Background: an optimization exercise with open tools, aiming at small area. Do not read the settings as production practice. In this exercise RTL edits were held to simulation tests only and were not proved equivalent to the original. Power and IR drop assume default switching activity.

===== design/flow/design.v =====
`default_nettype none
package mpc_pkg;
    localparam int NPER        = 6;
    localparam int P_TODAY     = 0;
    localparam int P_YESTERDAY = 1;
    localparam int P_WEEK      = 2;
    localparam int P_MONTH     = 3;
    localparam int P_YEAR      = 4;
    localparam int P_QUARTER   = 5;
    localparam int RD_W   = 32;
    localparam int USE_W  = 33;
    localparam int DIFF_W = USE_W + 1;
    localparam int THR_W  = 16;
    localparam int YEAR_W = 12;
    localparam int DOY_W  = 9;
    localparam int CFG_IDX_W = 3;
    localparam logic [CFG_IDX_W-1:0] CFG_WEEK_START     = 3'd0;
    localparam logic [CFG_IDX_W-1:0] CFG_QUARTER_ANCHOR = 3'd1;
    localparam logic [CFG_IDX_W-1:0] CFG_QUARTER_DAY    = 3'd2;
    localparam logic [CFG_IDX_W-1:0] CFG_THRESHOLD      = 3'd3;
    localparam logic [CFG_IDX_W-1:0] CFG_PERIOD_ENABLE  = 3'd4;
    localparam logic [2:0]       RST_WEEK_START     = 3'd2;
    localparam logic [3:0]       RST_QUARTER_ANCHOR = 4'd1;
    localparam logic [4:0]       RST_QUARTER_DAY    = 5'd1;
    localparam logic [THR_W-1:0] RST_THRESHOLD      = 16'd10;
    localparam logic [NPER-1:0]  RST_PERIOD_ENABLE  = 6'h3f;
endpackage
`default_nettype wire
`default_nettype none
module mpc_change_detect (
    input  wire logic                       aclk,
    input  wire logic                       aresetn,
    input  wire logic                       upd,
    input  wire logic signed [32:0]         val,
    input  wire logic [15:0]                threshold,
    input  wire logic                       enable,
    output logic                            mask
);
    logic signed [32:0] last_sent_reg;
    logic               sent_once_reg;
    logic signed [33:0] diff;
    logic               neg;
    logic [15:0]        mag;
    logic               big;
    logic               moved;
    assign diff  = {val[32], val} - {last_sent_reg[32], last_sent_reg};
    assign neg   = diff[33];
    assign big   = (diff[33:16] != {18{neg}});
    assign mag   = diff[15:0] ^ {16{neg}};
    assign moved = big || ({mag, neg} > {threshold, 1'b0});
    assign mask  = enable && (!sent_once_reg || moved);
    always_ff @(posedge aclk) begin
        if (!aresetn) begin
            sent_once_reg <= 1'b0;
        end else if (upd && mask) begin
            sent_once_reg <= 1'b1;
        end
        if (upd && mask) begin
            last_sent_reg <= val;
        end
    end
endmodule
`default_nettype wire
`default_nettype none
import mpc_pkg::*;
module meter_period_consumption_core (
    input  wire logic         aclk,
    input  wire logic         aresetn,
    input  wire logic [71:0]  s_tdata,
    input  wire logic [1:0]   s_tuser,
    input  wire logic         s_tvalid,
    output logic              s_tready,
    output logic [199:0]      m_tdata,
    output logic [6:0]        m_tuser,
    output logic              m_tvalid,
    input  wire logic         m_tready,
    input  wire logic         cfg_valid,
    output logic              cfg_ready,
    input  wire logic [mpc_pkg::CFG_IDX_W-1:0] cfg_index,
    input  wire logic [15:0]  cfg_data
);
    logic [2:0]       week_start_reg;
    logic [3:0]       q_anchor_reg;
    logic [4:0]       q_day_reg;
    logic [THR_W-1:0] threshold_reg;
    logic [NPER-1:0]  enable_reg;
    logic [RD_W-1:0]  today_base_reg;
    logic [RD_W-1:0]  yesterday_base_reg;
    logic [RD_W-1:0]  week_base_reg;
    logic [RD_W-1:0]  month_base_reg;
    logic [RD_W-1:0]  year_base_reg;
    logic [RD_W-1:0]  quarter_base_reg;
    logic [DOY_W-1:0] stored_day_reg;
    logic             hold_valid_reg;
    logic [RD_W-1:0]  hold_reading_reg;
    logic             hold_rolled_reg;
    logic [RD_W-1:0]   in_reading;
    logic [YEAR_W-1:0] in_year;
    logic [3:0]        in_month;
    logic [4:0]        in_mday;
    logic [2:0]        in_wday;
    logic [DOY_W-1:0]  in_doy;
    logic              in_date_valid;
    logic              take;
    logic              give;
    logic              seen;
    logic              roll;
    logic              in_qstart;
    assign in_reading    = s_tdata[31:0];
    assign in_year       = s_tdata[43:32];
    assign in_month      = s_tdata[47:44];
    assign in_mday       = s_tdata[52:48];
    assign in_wday       = s_tdata[55:53];
    assign in_doy        = s_tdata[64:56];
    assign in_date_valid = s_tuser[1];
    assign cfg_ready = 1'b1;
    always_ff @(posedge aclk) begin
        if (!aresetn) begin
            week_start_reg <= RST_WEEK_START;
            q_anchor_reg   <= RST_QUARTER_ANCHOR;
            q_day_reg      <= RST_QUARTER_DAY;
            threshold_reg  <= RST_THRESHOLD;
            enable_reg     <= RST_PERIOD_ENABLE;
        end else if (cfg_valid) begin
            case (cfg_index)
                CFG_WEEK_START:     week_start_reg <= cfg_data[2:0];
                CFG_QUARTER_ANCHOR: q_anchor_reg   <= cfg_data[3:0];
                CFG_QUARTER_DAY:    q_day_reg      <= cfg_data[4:0];
                CFG_THRESHOLD:      threshold_reg  <= cfg_data[THR_W-1:0];
                CFG_PERIOD_ENABLE:  enable_reg     <= cfg_data[NPER-1:0];
                default: ;
            endcase
        end
    end
    always_comb begin
        logic [3:0] anchor;
        logic [1:0] m3;
        logic [1:0] a3;
        logic       y25;
        logic       leap;
        logic [4:0] len;
        logic [4:0] qday;
        anchor = ((q_anchor_reg >= 4'd1) && (q_anchor_reg <= 4'd12)) ? q_anchor_reg : 4'd1;
        case (in_month)
            4'd0, 4'd3, 4'd6, 4'd9, 4'd12, 4'd15: m3 = 2'd0;
            4'd1, 4'd4, 4'd7, 4'd10, 4'd13:       m3 = 2'd1;
            default:                              m3 = 2'd2;
        endcase
        case (anchor)
            4'd3, 4'd6, 4'd9, 4'd12: a3 = 2'd0;
            4'd1, 4'd4, 4'd7, 4'd10: a3 = 2'd1;
            default:                 a3 = 2'd2;
        endcase
        case (in_year[11:2])
            10'd0,   10'd25,  10'd50,  10'd75,  10'd100, 10'd125, 10'd150,
            10'd175, 10'd200, 10'd225, 10'd250, 10'd275, 10'd300, 10'd325,
            10'd350, 10'd375, 10'd400, 10'd425, 10'd450, 10'd475, 10'd500,
            10'd525, 10'd550, 10'd575, 10'd600, 10'd625, 10'd650, 10'd675,
            10'd700, 10'd725, 10'd750, 10'd775, 10'd800, 10'd825, 10'd850,
            10'd875, 10'd900, 10'd925, 10'd950, 10'd975, 10'd1000: y25 = 1'b1;
            default: y25 = 1'b0;
        endcase
        leap = (in_year[1:0] == 2'b00) && (!y25 || (in_year[3:2] == 2'b00));
        case (in_month)
            4'd2:                    len = leap ? 5'd29 : 5'd28;
            4'd4, 4'd6, 4'd9, 4'd11: len = 5'd30;
            default:                 len = 5'd31;
        endcase
        qday = (q_day_reg == 5'd0) ? 5'd1 : q_day_reg;
        if (qday > len) qday = len;
        in_qstart = (m3 == a3) && (in_mday == qday);
    end
    assign give     = hold_valid_reg && m_tready;
    assign s_tready = !hold_valid_reg || m_tready;
    assign take     = s_tvalid && s_tready && s_tuser[0];
    assign m_tvalid = hold_valid_reg;
    assign seen = (stored_day_reg != '0);
    assign roll = in_date_valid && !((in_doy == stored_day_reg) && seen);
    always_ff @(posedge aclk) begin
        if (!aresetn) begin
            hold_valid_reg     <= 1'b0;
            today_base_reg     <= '0;
            yesterday_base_reg <= '0;
            week_base_reg      <= '0;
            month_base_reg     <= '0;
            year_base_reg      <= '0;
            quarter_base_reg   <= '0;
            stored_day_reg     <= '0;
        end else begin
            if (take) begin
                hold_valid_reg <= 1'b1;
            end else if (m_tready) begin
                hold_valid_reg <= 1'b0;
            end
            if (take && roll) begin
                yesterday_base_reg <= today_base_reg;
                today_base_reg     <= in_reading;
                stored_day_reg     <= in_doy;
                if (seen) begin
                    if (in_wday == week_start_reg) week_base_reg    <= in_reading;
                    if (in_mday == 5'd1)           month_base_reg   <= in_reading;
                    if (in_doy == 9'd1)            year_base_reg    <= in_reading;
                    if (in_qstart)                 quarter_base_reg <= in_reading;
                end
            end
        end
        if (take) begin
            hold_reading_reg <= in_reading;
            hold_rolled_reg  <= roll;
        end
    end
    logic signed [USE_W-1:0] val [NPER];
    logic [NPER-1:0]         mask;
    assign val[P_TODAY]     = {1'b0, hold_reading_reg} - {1'b0, today_base_reg};
    assign val[P_YESTERDAY] = {1'b0, today_base_reg}   - {1'b0, yesterday_base_reg};
    assign val[P_WEEK]      = {1'b0, hold_reading_reg} - {1'b0, week_base_reg};
    assign val[P_MONTH]     = {1'b0, hold_reading_reg} - {1'b0, month_base_reg};
    assign val[P_YEAR]      = {1'b0, hold_reading_reg} - {1'b0, year_base_reg};
    assign val[P_QUARTER]   = {1'b0, hold_reading_reg} - {1'b0, quarter_base_reg};
    for (genvar i = 0; i < NPER; i++) begin : g_per
        mpc_change_detect u_cd (
            .aclk      (aclk),
            .aresetn   (aresetn),
            .upd       (give),
            .val       (val[i]),
            .threshold (threshold_reg),
            .enable    (enable_reg[i]),
            .mask      (mask[i])
        );
        assign m_tdata[i*USE_W +: USE_W] = enable_reg[i] ? val[i] : '0;
    end
    assign m_tdata[199:198] = 2'b00;
    assign m_tuser = {hold_rolled_reg, mask};
endmodule
`default_nettype wire

===== design/flow/run.sh =====
#!/bin/bash
# synth_recipe.tcl (not shown) runs the flow's synth.tcl, then flattens the netlist and writes it again
# the make line also repeats each setting of config.mk as NAME=value (left out here)
make -C /OpenROAD-flow-scripts/flow DESIGN_CONFIG=/design/flow/config.mk WORK_HOME=/design/flow/orfs CLKGATE_MAP_FILE= SYNTH_SCRIPT=/design/flow/synth_recipe.tcl finish

===== design/flow/config.mk =====
export PLATFORM = sky130hd
export DESIGN_NAME = meter_period_consumption_core
export DESIGN_NICKNAME = meter_period_consumption_core
export VERILOG_FILES = /design/flow/design.v
export SDC_FILE = /design/flow/constraint.sdc
export NUM_CORES = 4
export LEC_CHECK = 0
export CAP_MARGIN = 20
export CORE_MARGIN = 2
export CORE_UTILIZATION = 40
export SLEW_MARGIN = 20

===== design/flow/constraint.sdc =====
create_clock -name core_clock -period 12.0 [get_ports {aclk}]
set_input_delay 2.4000 -clock core_clock [delete_from_list [all_inputs] [get_ports {aclk}]]
set_output_delay 2.4000 -clock core_clock [all_outputs]
set_load 0.01 [all_outputs]

==> summary.txt, run 1 <==
Worst setup path
  – Worst reg2reg startpoint: hold_reading_reg[0]
  – Crit-path max FO: 25
  – Worst Setup SP: hold_reading_reg[0]
  – Crit. End Element: output pin
  – CP most frequent cell: a21o_1
  – Startpoint types: register
  – WP data required: 9.60 ns
  – Crit-path slowest cell: clkdlybuf4s50_1
  – Critical Path AT: 9.20 ns
  – CP Class: reg -> out
  – Max incr delay on CP: between 0.5 and 0.6 ns

Drt
  – Vias/cell: between 5 and 6
  – Final wirelength: 148,000 um
  – Routed Antenna Nets: 0
  – Post-route DRC: 0
  – DRT iter0 DRCs: 2,968
  – Drt pass-1 iters: 5
  – Via count: 39,600
  – Wire per inst: ~21 um

Finish
  – Share of cells above drive strength 1: 0.0581
  – Finished Layout Cells: roughly 7,000
  – Fillcell total: between 10,000 and 15,000
  – Nets@finish: 6,181
  – Area delta synth->final: 16.2%
  – Number of flip-flops in the largest register: 198

Yosys
  – Most used DFF post-synth: dfxtp_1
  – Post-synth EDFFs: ~230
  – Syn Inst Count: about 5,300
  – Seq/Total Area, Yosys: 0.268
  – Seq cells post-synth: between 400 and 500
  – Synthesized area per cell: roughly 8.3 sq um
  – Async SR Flop Fraction: 0
  – Ys Warns: 4
  – Synthesized area: approximately 44,000 sq um
  – Synth unique cells: 95

Global route
  – Remaining Overflow, GRT: 0
  – First-pass GRT wire length: 221,000 um
  – Initial antenna violation count: 16
  – Largest net degree at the start of global routing: 99
  – Total GRT Usage: 0.256
  – Vias in the first global route: about 37,000

CTS
  – H-tree depth: 2
  – Clock Sink Count: about 470
  – CTS tree: yes
  – Worst-path clk slew: about 0.06 ns
  – Longest Clk Path Bufs: 3
  – Root buf cell: clkbuf_16
  – CTS Buf Count: 59
  – Worst-Skew Late Latency: between 0.6 and 0.7 ns

Timing
  – Clock Skew: between 0.02 and 0.03 ns
  – Worst hold margin: between 0.4 and 0.5 ns
  – Final hold vios: 0
  – Max transition margin: 0.310
  – Minimum clock period: ~12 ns
  – Setup TNS: 0 ns
  – Fmax: 86.2 MHz
  – Final worst path period share: 0.967
  – Setup WS post-layout: roughly 0.40 ns
  – # setup viols final: 0
  – Worst slew pin tran: just over 1 ns
  – Final Slew Violations: 0

Power and ir drop
  – Pwr dens: about 120 nW/um^2
  – VDD IR max: approximately 0.10 mV
  – Total power: 6310 uW
  – Leak: around 0.02 uW

Placement
  – # placed instances: slightly below 7,000
  – Global placement routability congestion: a little over 0.9
  – Hpwl dp: about 110,000 um
  – Pre-CTS setup slack: a little over 0.6 ns
  – IO buf count: a little under 300

Hold path
  – HP Start: g_per[2].u_cd.sent_once_reg
  – Worst Hold Class: reg -> reg

Die
  – Initial Utilization: 0.404
  – Core area: between 100,000 and 150,000 sq um
  – Die Ht: 335 um
  – Die width: approximately 340 um
  – Ports: 308
  – # rows: around 120
  – DIE AREA: ~110,000 sq um

Outcome
  – Status: complete, no violations

Flow run
  – Max-Cap Viols: 0
==> layer usage <==
layer	GRT usage	part of all wire	vias to the layer above
met4	0.0979	0.041	6
met2	0.416	0.45	1123
met3	0.0301	0.060	241
met5	0	0.00024	-
met1	0.348	0.45	18800
li1	-	-	19400
==> path summary, 6_finish.rpt <==
path / depth (start not counted) / endpoint / slack [ns]
max reg2reg: 38 / g_per[4].u_cd.last_sent_reg[7] / 2.93
min reg2reg: 2 / g_per[2].u_cd.sent_once_reg / 0.46
max: 36 / m_tuser[2] / 0.40
min: 2 / g_per[2].u_cd.sent_once_reg / 0.46
==> cells in the final DEF (no fill, tap or decap), types with 18 or more instances in the layout <==
cell,synthesis,layout
inv_1,516,515
ha_1,495,491
nand2_1,466,465
a21oi_1,344,335
xnor2_1,307,299
clkdlybuf4s50_1,0,296
nor2_1,252,246
dfxtp_1,242,240
edfxtp_1,231,231
and2_1,216,215
a21o_1,209,209
o21ai_0,211,198
nor2b_1,189,188
a21boi_0,144,143
mux2i_1,128,127
xor2_1,117,113
nand3_1,101,101
nor3_1,90,89
buf_4,14,86
o21a_1,78,77
nand2b_1,68,67
clkbuf_16,0,60
nand4_1,58,58
and3_1,52,52
a31oi_1,53,48
o21bai_1,48,47
a211oi_1,44,41
o211ai_1,38,38
nor4_1,35,31
or2_2,30,30
o31ai_1,25,25
or3_1,24,24
o2111ai_1,20,20
o21ai_1,9,18
==> cells in the mapped netlist, types with 44 or more instances <==
library cell	n	share of area
a211oi_1	44	0.0075
a21boi_0	144	0.025
a21o_1	209	0.036
a21oi_1	344	0.039
a31oi_1	53	0.0075
and2_1	216	0.031
and3_1	52	0.0074
clkbuf_1	131	0.011
dfxtp_1	242	0.11
edfxtp_1	231	0.16
ha_1	495	0.14
inv_1	516	0.044
mux2i_1	128	0.029
nand2_1	466	0.040
nand2b_1	68	0.0097
nand3_1	101	0.012
nand4_1	58	0.0083
nor2_1	252	0.022
nor2b_1	189	0.027
nor3_1	90	0.010
o21a_1	78	0.013
o21ai_0	211	0.024
o21bai_1	48	0.0082
xnor2_1	307	0.061
xor2_1	117	0.023
==> stage by stage <==
step | instance area [sq um] | utilization
after floorplan | 43900 | -
after global placement | 48600 | 0.446
after detailed placement | 48600 | 0.446
after CTS | 50500 | 0.464
after global routing | 51000 | 0.469
final | 51100 | 0.469
==> critical path: cells and delay by family, from the launching register on <==
kind | cells | cell delay, ns
simple gates | 5 | 0.86
xor+xnor | 2 | 0.44
compound gates | 19 | 4.16
buf+inv | 6 | 1.34
fa+ha+maj | 4 | 1.26
flops | 1 | 0.41
==> repair_timing <==
action / in CTS / in global routing
gates cloned: 0 / 1
setup buffers: 0 / 23
hold buffers: 0 / 0
pin swaps: 0 / 12
endpoints found under the setup margin: 2 / 6
resized for setup: 2 / 83
==> where the power goes <==
part	switching, uW	total, uW	internal (uW)
Combinational	1530	2710	1190
Clock	792	1810	1020
Sequential	36.4	1790	1750
==> cell type report <==
class,count,area [sq um],area share
diodes,7,17.5,0.000343
clock buffers,79,1650,0.0324
clock inverters,33,282,0.00551
inverters,516,1940,0.0380
multi-input cells,4141,30000,0.587
flip-flops and latches,473,11800,0.231
well taps,1414,1770,0.0346
repair buffers,385,3640,0.0713
==> kinds of logic after synthesis <==
family | after synthesis | share of synthesized area
compound gates | 1405 | 0.214
xor+xnor | 424 | 0.0845
fa+ha+maj | 507 | 0.146
buf+inv | 682 | 0.0599
flops | 473 | 0.268
mux | 133 | 0.0310
other cells | 2 | 0.000171
simple gates | 1668 | 0.196
==> run 2: changes to the inputs <==
--- a/design/flow/design.v
+++ b/design/flow/design.v
@@ -28,26 +28,71 @@
 `default_nettype wire
 `default_nettype none
-module mpc_change_detect (
+module mpc_add #(
+    parameter int N     = 32,
+    parameter int FA_LO = 0
+) (
+    input  wire logic [N-1:0] x,
+    input  wire logic [N-1:0] z,
+    input  wire logic         ci,
+    output logic      [N-1:0] s,
+    output logic              co
+);
+    logic [N-1:0] g;
+    logic [N-1:0] h;
+    logic [N:0]   c;
+    assign g    = x & z;
+    assign h    = x ^ z;
+    assign c[0] = ci;
+    for (genvar i = 0; i < N; i++) begin : g_c
+        if (i < FA_LO || (i % 2) == (FA_LO % 2) || i == 0) begin : g_one
+            assign c[i+1] = g[i] | (h[i] & c[i]);
+        end else begin : g_two
+            assign c[i+1] = g[i] | (h[i] & g[i-1]) | (h[i] & h[i-1] & c[i-1]);
+        end
+    end
+    assign s  = h ^ c[N-1:0];
+    assign co = c[N];
+endmodule
+module mpc_change_detect #(
+    parameter int FA_LO = 0
+) (
     input  wire logic                       aclk,
     input  wire logic                       aresetn,
     input  wire logic                       upd,
-    input  wire logic signed [32:0]         val,
+    input  wire logic [32:0]                nval,
     input  wire logic [15:0]                threshold,
     input  wire logic                       enable,
     output logic                            mask
 );
-    logic signed [32:0] last_sent_reg;
-    logic               sent_once_reg;
-    logic signed [33:0] diff;
-    logic               neg;
-    logic [15:0]        mag;
-    logic               big;
-    logic               moved;
-    assign diff  = {val[32], val} - {last_sent_reg[32], last_sent_reg};
-    assign neg   = diff[33];
-    assign big   = (diff[33:16] != {18{neg}});
-    assign mag   = diff[15:0] ^ {16{neg}};
-    assign moved = big || ({mag, neg} > {threshold, 1'b0});
-    assign mask  = enable && (!sent_once_reg || moved);
+    logic [32:0] last_sent_reg;
+    logic        sent_once_reg;
+    logic [33:0] s;
+    logic        co;
+    logic        moved;
+    mpc_add #(.N(34), .FA_LO(FA_LO)) u_diff (
+        .x  ({nval[32], nval}),
+        .z  ({last_sent_reg[32], last_sent_reg}),
+        .ci (1'b0),
+        .s  (s),
+        .co (co)
+    );
+    logic [16:0] bp;
+    logic [16:0] bn;
+    logic        le_pos;
+    logic        lt_neg;
+    logic        all0;
+    logic        all1;
+    assign bp[0] = 1'b1;
+    assign bn[0] = 1'b0;
+    for (genvar b = 0; b < 16; b++) begin : g_cmp
+        assign bp[b+1] = (s[b] & threshold[b]) | ((s[b] | threshold[b]) & bp[b]);
+        assign bn[b+1] = (~s[b] & threshold[b]) | ((~s[b] | threshold[b]) & bn[b]);
+    end
+    assign le_pos = bp[16];
+    assign lt_neg = bn[16];
+    assign all0   = &s[33:16];
+    assign all1   = ~|s[33:16];
+    assign moved  = !((all0 && le_pos) || (all1 && lt_neg));
+    assign mask   = enable && (!sent_once_reg || moved);
     always_ff @(posedge aclk) begin
         if (!aresetn) begin
@@ -57,5 +102,5 @@
         end
         if (upd && mask) begin
-            last_sent_reg <= val;
+            last_sent_reg <= ~nval;
         end
     end
@@ -64,5 +109,8 @@
 `default_nettype none
 import mpc_pkg::*;
-module meter_period_consumption_core (
+module meter_period_consumption_core #(
+    parameter int ADD_FA_LO  = 12,
+    parameter int DIFF_FA_LO = 12
+) (
     input  wire logic         aclk,
     input  wire logic         aresetn,
@@ -177,14 +225,12 @@
     assign seen = (stored_day_reg != '0);
     assign roll = in_date_valid && !((in_doy == stored_day_reg) && seen);
+    logic [RD_W-1:0] load_val;
+    logic            roll_take;
+    assign load_val  = in_reading & {RD_W{aresetn}};
+    assign roll_take = take && roll;
     always_ff @(posedge aclk) begin
         if (!aresetn) begin
-            hold_valid_reg     <= 1'b0;
-            today_base_reg     <= '0;
-            yesterday_base_reg <= '0;
-            week_base_reg      <= '0;
-            month_base_reg     <= '0;
-            year_base_reg      <= '0;
-            quarter_base_reg   <= '0;
-            stored_day_reg     <= '0;
+            hold_valid_reg <= 1'b0;
+            stored_day_reg <= '0;
         end else begin
             if (take) begin
@@ -193,15 +239,23 @@
                 hold_valid_reg <= 1'b0;
             end
-            if (take && roll) begin
-                yesterday_base_reg <= today_base_reg;
-                today_base_reg     <= in_reading;
-                stored_day_reg     <= in_doy;
-                if (seen) begin
-                    if (in_wday == week_start_reg) week_base_reg    <= in_reading;
-                    if (in_mday == 5'd1)           month_base_reg   <= in_reading;
-                    if (in_doy == 9'd1)            year_base_reg    <= in_reading;
-                    if (in_qstart)                 quarter_base_reg <= in_reading;
-                end
+            if (roll_take) begin
+                stored_day_reg <= in_doy;
             end
+        end
+        if (!aresetn || roll_take) begin
+            yesterday_base_reg <= today_base_reg & {RD_W{aresetn}};
+            today_base_reg     <= load_val;
+        end
+        if (!aresetn || (roll_take && seen && (in_wday == week_start_reg))) begin
+            week_base_reg <= load_val;
+        end
+        if (!aresetn || (roll_take && seen && (in_mday == 5'd1))) begin
+            month_base_reg <= load_val;
+        end
+        if (!aresetn || (roll_take && seen && (in_doy == 9'd1))) begin
+            year_base_reg <= load_val;
+        end
+        if (!aresetn || (roll_take && seen && in_qstart)) begin
+            quarter_base_reg <= load_val;
         end
         if (take) begin
@@ -210,23 +264,43 @@
         end
     end
-    logic signed [USE_W-1:0] val [NPER];
-    logic [NPER-1:0]         mask;
-    assign val[P_TODAY]     = {1'b0, hold_reading_reg} - {1'b0, today_base_reg};
-    assign val[P_YESTERDAY] = {1'b0, today_base_reg}   - {1'b0, yesterday_base_reg};
-    assign val[P_WEEK]      = {1'b0, hold_reading_reg} - {1'b0, week_base_reg};
-    assign val[P_MONTH]     = {1'b0, hold_reading_reg} - {1'b0, month_base_reg};
-    assign val[P_YEAR]      = {1'b0, hold_reading_reg} - {1'b0, year_base_reg};
-    assign val[P_QUARTER]   = {1'b0, hold_reading_reg} - {1'b0, quarter_base_reg};
+    logic [USE_W-1:0] nval [NPER];
+    logic [NPER-1:0]  mask;
+    logic [RD_W-1:0]  sub_na [NPER];
+    logic [RD_W-1:0]  sub_b  [NPER];
+    logic [RD_W-1:0]  n_reading;
+    assign n_reading = ~hold_reading_reg;
+    assign sub_na[P_TODAY]     = n_reading;
+    assign sub_b[P_TODAY]      = today_base_reg;
+    assign sub_na[P_YESTERDAY] = ~today_base_reg;
+    assign sub_b[P_YESTERDAY]  = yesterday_base_reg;
+    assign sub_na[P_WEEK]      = n_reading;
+    assign sub_b[P_WEEK]       = week_base_reg;
+    assign sub_na[P_MONTH]     = n_reading;
+    assign sub_b[P_MONTH]      = month_base_reg;
+    assign sub_na[P_YEAR]      = n_reading;
+    assign sub_b[P_YEAR]       = year_base_reg;
+    assign sub_na[P_QUARTER]   = n_reading;
+    assign sub_b[P_QUARTER]    = quarter_base_reg;
     for (genvar i = 0; i < NPER; i++) begin : g_per
-        mpc_change_detect u_cd (
+        logic [RD_W-1:0] s;
+        logic            co;
+        mpc_add #(.N(RD_W), .FA_LO(ADD_FA_LO)) u_sub (
+            .x  (sub_na[i]),
+            .z  (sub_b[i]),
+            .ci (1'b0),
+            .s  (s),
+            .co (co)
+        );
+        assign nval[i] = {~co, s};
+        mpc_change_detect #(.FA_LO(DIFF_FA_LO)) u_cd (
             .aclk      (aclk),
             .aresetn   (aresetn),
             .upd       (give),
-            .val       (val[i]),
+            .nval      (nval[i]),
             .threshold (threshold_reg),
             .enable    (enable_reg[i]),
             .mask      (mask[i])
         );
-        assign m_tdata[i*USE_W +: USE_W] = enable_reg[i] ? val[i] : '0;
+        assign m_tdata[i*USE_W +: USE_W] = ~nval[i] & {USE_W{enable_reg[i]}};
     end
     assign m_tdata[199:198] = 2'b00;
--- a/design/flow/config.mk
+++ b/design/flow/config.mk
@@ -6,4 +6,5 @@
 export NUM_CORES = 4
 export LEC_CHECK = 0
+export ABC_AREA = 1
 export CAP_MARGIN = 20
 export CORE_MARGIN = 2
==> summary.txt, run 2 <==
Outcome
  – Status: complete, no violations

Timing
  – Clock Skew: 0.0217 ns (-0.00761 ns)
  – # setup viols final: 0 (unchanged)
  – Fmax: 84.6 MHz (-1.9%)
  – Setup WS post-layout: 0.176 ns (-0.224 ns)
  – Worst slew pin tran: 1.08 ns (+0.0503 ns)
  – RSZ-0062 raised after global routing: true
  – Final hold vios: 0 (unchanged)
  – Minimum clock period: 11.82 ns (+0.224 ns)
  – Final worst path period share: 0.985 (+0.0187)
  – Max transition margin: 0.277 (-0.0326)
  – Final Slew Violations: 0 (unchanged)

CTS
  – Clock Sink Count: 473 (unchanged)
  – Root buf cell: clkbuf_16
  – CTS tree: yes
  – H-tree depth: 2 (unchanged)
  – Worst-Skew Late Latency: 0.63 ns (-0.06 ns)
  – Longest Clk Path Bufs: 3 (unchanged)
  – Post-CTS Hold Buffers: 0 (unchanged)
  – Worst-path clk slew: 0.06 ns (about the same)
  – CTS Buf Count: 56 (-5.1%)

Power and ir drop
  – Leak: 0.0192 uW (-4.4%)
  – VDD IR max: 0.124 mV (+19%)
  – Pwr dens: 153 nW/um^2 (+24%)
  – Total power: 6660 uW (+5.6%)

Worst setup path
  – Critical Path AT: 9.42 ns (+0.22 ns)
  – Max incr delay on CP: 0.51 ns (-0.02 ns)
  – Worst Setup SP: hold_reading_reg[0]
  – WP data required: 9.60 ns (about the same)
  – CP most frequent cell: fa_2
  – Startpoint types: register
  – Worst reg2reg startpoint: today_base_reg[0]
  – Crit. End Element: output pin
  – CP Class: reg -> out
  – Crit-path slowest cell: fa_1
  – Crit-path max FO: 4 (-84%)

Drt
  – Via count: 24,900 (-37%)
  – Final wirelength: 96,900 um (-35%)
  – Post-route DRC: 0 (unchanged)
  – Drt pass-1 iters: 5 (unchanged)
  – Routed Antenna Nets: 0 (unchanged)
  – Met2 wire length: 48,200 um (-27%)
  – WL met1: 40,600 um (-40%)
  – Met3 wire len: 5180 um (-42%)
  – Vias/cell: 4.83 (-14%)
  – Wire per inst: 18.8 um (-11%)
  – Top Layer Used: met4
  – DRT iter0 DRCs: 1,621 (-45%)

Finish
  – Area delta synth->final: 27.6%
  – Share of cells above drive strength 1: 0.223 (+0.165)
  – Nets@finish: 4,594 (-26%)
  – Fillcell total: 7,740 (-28%)
  – Fin util: 0.513 (+0.0436)
  – Area of the multi-input gates: 19,400 sq um (-35%)
  – Most common cell after layout, fill and taps aside: inv_1
  – FF+latch area: 13,700 sq um (+16%)
  – Number of flip-flops in the largest register: 198 (unchanged)
  – Most frequent cells in the layout: inv_1, nand2_1, edfxtp_1

Yosys
  – Area share of the largest cell type after synthesis: 0.373 (+0.215)
  – Post-synth top area cell: edfxtp_1
  – Most used DFF post-synth: edfxtp_1
  – Post-synth EDFFs: 423 (+83%)
  – Seq/Total Area, Yosys: 0.402 (+0.134)
  – Async SR Flop Fraction: 0 (unchanged)
  – Top-count cell post-synth: inv_1
  – Area contributors post-synth: edfxtp_1, fa_1, ha_1
  – Seq cells post-synth: 473 (unchanged)
  – Synth unique cells: 52 (-45%)
  – Synth cell count leaders: inv_1, nand2_1, edfxtp_1
  – Synthesized area: 34,100 sq um (-22%)
  – Ys Warns: 8 (+4)
  – Synthesized area per cell: 9.78 sq um (+18%)
  – Syn Inst Count: 3,488 (-34%)

Hold path
  – HP Start: q_day_reg[0]
  – Worst Hold Class: reg -> reg

Die
  – Initial Utilization: 0.402 (-0.00193)
  – # rows: 107 (-12%)
  – Core area: 84,900 sq um (-22%)
  – Ports: 308 (unchanged)
  – Die width: 296 um (-12%)
  – Die Ht: 296 um (-12%)
  – DIE AREA: 87,600 sq um (-22%)

Flow run
  – Max-Cap Viols: 0 (unchanged)

Global route
  – Remaining Overflow, GRT: 0 (unchanged)
  – First-pass GRT wire length: 145,000 um (-35%)
  – Initial antenna violation count: 0 (-16)
  – Vias in the first global route: 24,700 (-33%)
  – Total GRT Usage: 0.219 (-0.0369)
  – Largest net degree at the start of global routing: 65 (-34%)

Placement
  – Pre-CTS setup slack: -0.379 ns (-0.999 ns)
  – Global placement routability congestion: 0.868 (-6.5%)
  – Hpwl dp: 75,000 um (-34%)
  – IO buf count: 297 (unchanged)
## run 2: area by class of cell
type | instances | area share
well taps | 1144 | 0.0329
multi-input cells | 2241 | 0.446
repair buffers | 501 | 0.105
diodes | 1 | 0.0000575
flip-flops and latches | 473 | 0.315
clock inverters | 42 | 0.00828
clock buffers | 60 | 0.0325
inverters | 698 | 0.0602
## run 2: worst paths after layout
| check | to | cells past startpoint | slack [ns] |
|---|---|---|---|
| max | m_tuser[4] | 50 | 0.18 |
| min | q_day_reg[0] | 2 | 0.47 |
| max reg2reg | g_per[1].u_cd.last_sent_reg[23] | 52 | 2.18 |
| min reg2reg | q_day_reg[0] | 2 | 0.47 |
## run 2: cell families after synthesis
| group | Yosys count | share of synthesized area |
|---|---|---|
| flip-flops | 473 | 0.402 |
| other | 2 | 0.000220 |
| XOR/XNOR | 130 | 0.0334 |
| AO/OA/AOI/OAI | 357 | 0.0620 |
| buffers and inverters | 775 | 0.0874 |
| AND/OR/NAND/NOR | 1226 | 0.164 |
| adder cells (fa/ha/maj) | 525 | 0.251 |
## run 2: per-stage QoR
step,std cells,hold WS (ns),TNS (ns),cell area [sq um]
global route,5159,0.492,-0.676,43500
detailed placement,5004,0.460,-0.827,39400
finish,5160,0.467,0,43500
floorplan,3489,0.430,0,34100
CTS,5136,0.476,-0.171,42500
global placement,5004,0.452,-0.309,39400
## run 2: worst max-delay path, delay by kind of cell, from the launching register on
family                     cells  cell delay, ns
AOI/OAI and AO/OA              1            0.12
buffers and inverters          7            0.65
adders and majority gates     15            5.04
xor gates and xnor gates       1            0.20
DFF                            1            0.33
and+or+nand+nor               26            2.43
## run 2: what timing repair did
action	CTS	global route
pin swaps	62	93
endpoints found under the setup margin	6	7
gates resized for setup	239	173
buffers inserted	31	18
hold endpoints to repair	0	0
cloned	0	0
## run 2: where the power goes
group | internal, uW | switching (uW)
sequential | 1930 | 61.7
combinational | 1390 | 1590
clock | 959 | 737
total | 4270 | 2390
## run 2: layer usage
| layer | vias to the layer above | track usage |
|---|---|---|
| met3 | 130 | 0.0301 |
| li1 | 12200 | - |
| met4 | 0 | 0.0647 |
| met1 | 12000 | 0.285 |
| met5 | - | 0 |
| met2 | 628 | 0.382 |

==> port drivers added, routing unchanged <==
No port has a modelled driver above. Below, the same layouts with a new extraction and two added sets of constraints.
Step 1: set_driving_cell puts a clkbuf_16 on aclk and a buf_2 on each other input, an assumption about the parent block.
Step 2 adds t to the input delays and takes it off the output delays; t is the mean of the earliest and latest rising clock arrival at the registers after step 1. Input paths then give back, and output paths get back, about the clock's delay inside the block.
Slacks: ideal ports / drivers / drivers and shift; pairs: ideal ports / drivers.
| run | t (ns) | setup slack, ns | hold WS [ns] | latest minus earliest clock arrival (ns) | worst slew at a driven data input, ns |
|---|---|---|---|---|---|
| run 1 | 0.748 | 0.400 / 0.325 / 1.073 | 0.456 / 0.456 / 0.456 | 0.030 / 0.029 | 0.14 |
| run 2 | 0.688 | 0.176 / 0.109 / 0.797 | 0.467 / 0.467 / 0.467 | 0.022 / 0.022 | 0.15 |
After both steps every run listed still meets setup and hold.
